Context: an optimization exercise on an open-source flow, tuned for small area, a short achievable clock period and few clock cycles per item. The choices shown serve that exercise and are no tape-out recipe.
In this exercise RTL edits were held to simulation tests only and were not proved equivalent to the original.
No activity file was given, so power comes from the tool's default toggle rates.

Design wheel_pulse_rate_remapper, start of the top module:
module wheel_pulse_rate_remapper (
  input  logic        clk_i,
  input  logic        rst_ni,
  input  logic        s_axis_tvalid,
  output logic        s_axis_tready,
  input  logic [7:0]  s_axis_tdata,
  output logic        m_axis_tvalid,
  input  logic        m_axis_tready,
  output logic [39:0] m_axis_tdata,
  input  logic        cfg_valid_i,
  output logic        cfg_ready_o,
  input  logic [2:0]  cfg_index_i,
  input  logic [31:0] cfg_data_i
);
Size: ~430 flip-flops.
Settings: LEC_CHECK=0, CAP_MARGIN=20, CORE_MARGIN=2, CORE_UTILIZATION=35, PLACE_DENSITY=0.7, SETUP_SLACK_MARGIN=4.6, SLEW_MARGIN=20; clock period 8.0 ns.
run.sh (not shown) runs the stock make flow with config.mk's settings and CLKGATE_MAP_FILE= SYNTH_SCRIPT=/design/flow/synth_recipe.tcl, a recipe that flattens the netlist after the stock synthesis.
The first run ran to the end with no violations.
Testbench counts at the start, summed over its fixed seeds: cycles 8,885, items 8,000.
Then changed:
Settings changed: CORE_UTILIZATION 35 to 40, PLACE_DENSITY 0.7 to default, SETUP_SLACK_MARGIN 4.6 to 4.5.
Result:
- power falls by a few percent
- core utilization came out higher by 5.5 points
- via count shrinks by a few percent
- synthesized area is unchanged
- critical path depth increases by 2
- worst setup slack gains 0.0069 ns
Then changed:
Settings changed: CORE_UTILIZATION 40 to 35, CTS_CLUSTER_DIAMETER from default to 120, CTS_CLUSTER_SIZE from default to 20, SETUP_SLACK_MARGIN 4.5 to 4.8.
=> Clock-buffer cell count went down by 39; global-route usage went down by 2.8 points; setup slack improved by 0.0068 ns; maximum frequency stays flat; non-clock buffer count went up by 98; die area went up by 14%; final area went up by 3.6%; hold slack got worse by 0.0062 ns; critical path depth went down by 2; clock power went down by 40%.
Then changed:
Settings changed: CORE_UTILIZATION 35 to 20, CTS_CLUSTER_DIAMETER 120 to default, CTS_CLUSTER_SIZE 20 to default, SETUP_SLACK_MARGIN 4.8 to 4.5.
The changed run finished with timing, DRC and antenna clean.
Hold slack is better by 0.0053 ns.
Worst setup slack improved by 0.048 ns.
Synthesized area stays the same.
Core utilization fell by 18 points.
Combinational power falls by 5.5%.
Final cell count rose by 18%.
Wire length increases by 0.32%.
Then changed:
Settings changed: CORE_UTILIZATION 20 to 35, SETUP_SLACK_MARGIN 4.5 to 4.6.
=> Final area came out lower by 4.6%. Die area came out lower by 42%. Wire length came out lower by 6.4%. Final cell count came out lower by 16%. Core utilization came out higher by 17 points.
Then changed:
Settings changed: CAP_MARGIN 20 to 10, CORE_UTILIZATION 35 to 40, SETUP_SLACK_MARGIN 4.6 to 4.5, SLEW_MARGIN 20 to 10.
Global-route usage goes up by 3.1 points.
Design area is about the same.
Worst hold slack gets better by 0.0065 ns.
Die area decreases by 12%.
Maximum frequency went down by 1.5%.
Clock skew hardly moves.
Via count hardly moves.
Non-clock buffer count is lower by 9.
Routed wire length is higher by 1.9%.


Setup of north:
wheel_pulse_rate_remapper again, from the RTL that the note above started with.
clock: 8.0 ns
lec_check: 0
cap_margin: 20
core_margin: 2
core_utilization: 30
cts_cluster_diameter: 120
cts_cluster_size: 20
setup_slack_margin: 4.6
slew_margin: 20
Testbench counts of north, summed over its fixed seeds: cycles 8,885, items 8,000.
Changes in south relative to north:
Settings: swapping 30 for 35 in CORE_UTILIZATION.
Notes after the runs:
- south completed every stage of the flow, and the final layout passed the timing, design-rule and antenna checks.
- Period utilization: south vs north, no meaningful difference
- Max combined area of the multi-input logic cells across south and north: north
- south gives more flip-flop and latch share of the layout cell area than north did.
Inputs modified between south and east:
Settings: CTS_CLUSTER_DIAMETER no longer set, was 120; CTS_CLUSTER_SIZE no longer set, was 20; SETUP_SLACK_MARGIN now 4.3, was 4.6; CORE_UTILIZATION now 40, was 35.
### Flow results
- Looking at the reports, east completed the entire flow and the layout it produced met the timing, design-rule and antenna checks.
- Relative to south, final cycle utilization of the critical path has increased by 1.9 points in east.
- Compared with south, in east buffering overhead down 1.5 points, number of cells on the critical path flat.
- Taking south as the reference, in east routed wire length decreased 710 um, multi-input gate share of total cell area decreased 1.3 points.
- Between east and south, the synthesis-to-layout area growth does not differ in any meaningful way.


wheel_pulse_rate_remapper, a different RTL version from the one above (not shown whole).
Size: ~3300 cells after synthesis, about 430 flip-flops, ~91 I/O pins, about 29000 µm² of cells after synthesis.
clock: 8.0 ns
lec_check: 0
cap_margin: 20
core_margin: 2
core_utilization: 55
setup_slack_margin: 4.6
slew_margin: 20
The baseline went through all stages and came out clean.
Testbench counts at the start, summed over its fixed seeds: cycles 9,152, items 8,000.
==> next run, changes <==
Settings changed: SETUP_SLACK_MARGIN 4.6 to 4.3.
Outcome: The changed run passed the timing, design-rule and antenna checks; total power goes down by 5.3%; critical path depth is higher by 1; sequential cell count stays the same; combinational power goes down by 11%; non-clock buffer count drops by 71; final area decreases by 4.1%.


wheel_pulse_rate_remapper, a different RTL version from the one above (not shown whole).
Size: roughly 3,100 cells after synthesis, ~410 flip-flops, ~28,000 um2 of cells after synthesis.
Settings: LEC_CHECK=0, CAP_MARGIN=20, CORE_MARGIN=2, CORE_UTILIZATION=40, SLEW_MARGIN=20; clock period 8.0 ns.
The first run went through all stages and came out clean.
Testbench counts at the start, summed over its fixed seeds: cycles 9,637, items 8,000.
Edit:
--- a/flow/config.mk
+++ b/flow/config.mk
@@ -10,2 +10,3 @@
 export CORE_UTILIZATION = 40
+export SETUP_SLACK_MARGIN = 4
 export SLEW_MARGIN = 20
- The new run completed with no timing, DRC or antenna violations
- power climbs by 8.8%
- synthesized cell count does not change
- die area is unchanged
- critical path depth stays the same
- sequential power hardly moves
- global-route usage climbs by 0.33 points
- non-clock buffer count climbs by 74
- final cell count climbs by 1.9%
- hold slack is better by 6.1 ps
- routed wire length climbs by 1.2%


Another version of the RTL of wheel_pulse_rate_remapper (not shown whole).
Size: roughly 3,300 cells after synthesis, ~430 flip-flops, about 29,000 sq um of cells after synthesis.
Settings: LEC_CHECK=0, CAP_MARGIN=20, CORE_MARGIN=2, CORE_UTILIZATION=40, SETUP_SLACK_MARGIN=4.5, SLEW_MARGIN=20; clock period 8.0 ns.
Testbench counts at the start, summed over its fixed seeds: cycles 8,885, items 8,000.
Next try:
Settings changed: CORE_UTILIZATION 40 to 35, CTS_CLUSTER_DIAMETER from default to 120, CTS_CLUSTER_SIZE from default to 20, SETUP_SLACK_MARGIN 4.5 to 4.6.
Effect:
- The new run produced a clean layout
- cell area hardly moves
- via count rises by about 0.8%
- area after synthesis is unchanged
Next try:
Settings changed: CTS_CLUSTER_DIAMETER 120 to default, CTS_CLUSTER_SIZE 20 to default.
Outcome: The changed run passed the timing, design-rule and antenna checks. Core utilization rises by 1.0 points. Routed wire length climbs by 0.34%. Power grows by 6.7%. Flip-flop and latch count stays the same. Setup slack gets worse by 0.065 ns.

==> afterwards: timing with drivers on the ports <==
The flow's constraints put no driver on any port. The routed layouts listed below were extracted and timed again, unchanged, in two steps. Step 1 assumes that a clkbuf_16 drives the clock port and a buf_2 every other input. Step 2 adds t to the input delays and takes it off the output delays; t is the mean of the earliest and latest rising clock arrival at the registers after step 1. Input paths then give back, and output paths get back, about the clock's delay inside the block. a / b / c = ideal / step 1 / step 2; a / b = the first two.
| run | t (ns) | setup slack, ns | clock arrival spread, ns | slew at the worst register clock pin (ns) | worst slew at a driven data input, ns |
|---|---|---|---|---|---|
| the first run of note 1 | 0.647 | 4.257 / 4.257 / 4.257 | 0.028 / 0.028 | 0.06 / 0.06 | 0.05 |
| the second run of note 1 | 0.681 | 4.264 / 4.264 / 3.924 | 0.040 / 0.040 | 0.07 / 0.07 | 0.05 |
| the third run of note 1 | 0.667 | 4.271 / 4.271 / 4.271 | 0.042 / 0.042 | 0.10 / 0.10 | 0.05 |
| the fourth run of note 1 | 0.675 | 4.319 / 4.319 / 3.971 | 0.060 / 0.060 | 0.07 / 0.07 | 0.19 |
| the fifth run of note 1 | 0.663 | 4.329 / 4.329 / 4.300 | 0.037 / 0.037 | 0.06 / 0.06 | 0.05 |
| the sixth run of note 1 | 0.681 | 4.275 / 4.275 / 3.935 | 0.039 / 0.039 | 0.07 / 0.07 | 0.05 |
| north | 0.661 | 4.330 / 4.330 / 4.260 | 0.040 / 0.040 | 0.10 / 0.10 | 0.05 |
| south | 0.670 | 4.329 / 4.329 / 4.283 | 0.049 / 0.049 | 0.10 / 0.10 | 0.05 |
| east | 0.668 | 4.176 / 4.176 / 3.804 | 0.045 / 0.045 | 0.06 / 0.06 | 0.05 |
| the first run of note 3 | 0.668 | 3.354 / 3.354 / 3.354 | 0.018 / 0.018 | 0.06 / 0.06 | 0.05 |
| the second run of note 3 | 0.665 | 3.275 / 3.275 / 3.275 | 0.026 / 0.025 | 0.07 / 0.07 | 0.05 |
| the first run of note 4 | 0.672 | 2.183 / 2.183 / 2.183 | 0.035 / 0.035 | 0.06 / 0.06 | 0.05 |
| the second run of note 4 | 0.667 | 3.466 / 3.466 / 3.426 | 0.049 / 0.049 | 0.07 / 0.07 | 0.05 |
| the first run of note 5 | 0.663 | 4.218 / 4.218 / 3.970 | 0.022 / 0.021 | 0.07 / 0.07 | 0.05 |
| the second run of note 5 | 0.666 | 4.297 / 4.297 / 3.934 | 0.039 / 0.040 | 0.10 / 0.10 | 0.05 |
| the third run of note 5 | 0.668 | 4.232 / 4.232 / 3.939 | 0.041 / 0.041 | 0.07 / 0.07 | 0.05 |
After both steps every run listed still meets setup and hold. For east, which loses most, drivers alone change the setup slack by 0.000 ns; drivers and shift together by -0.372 ns.
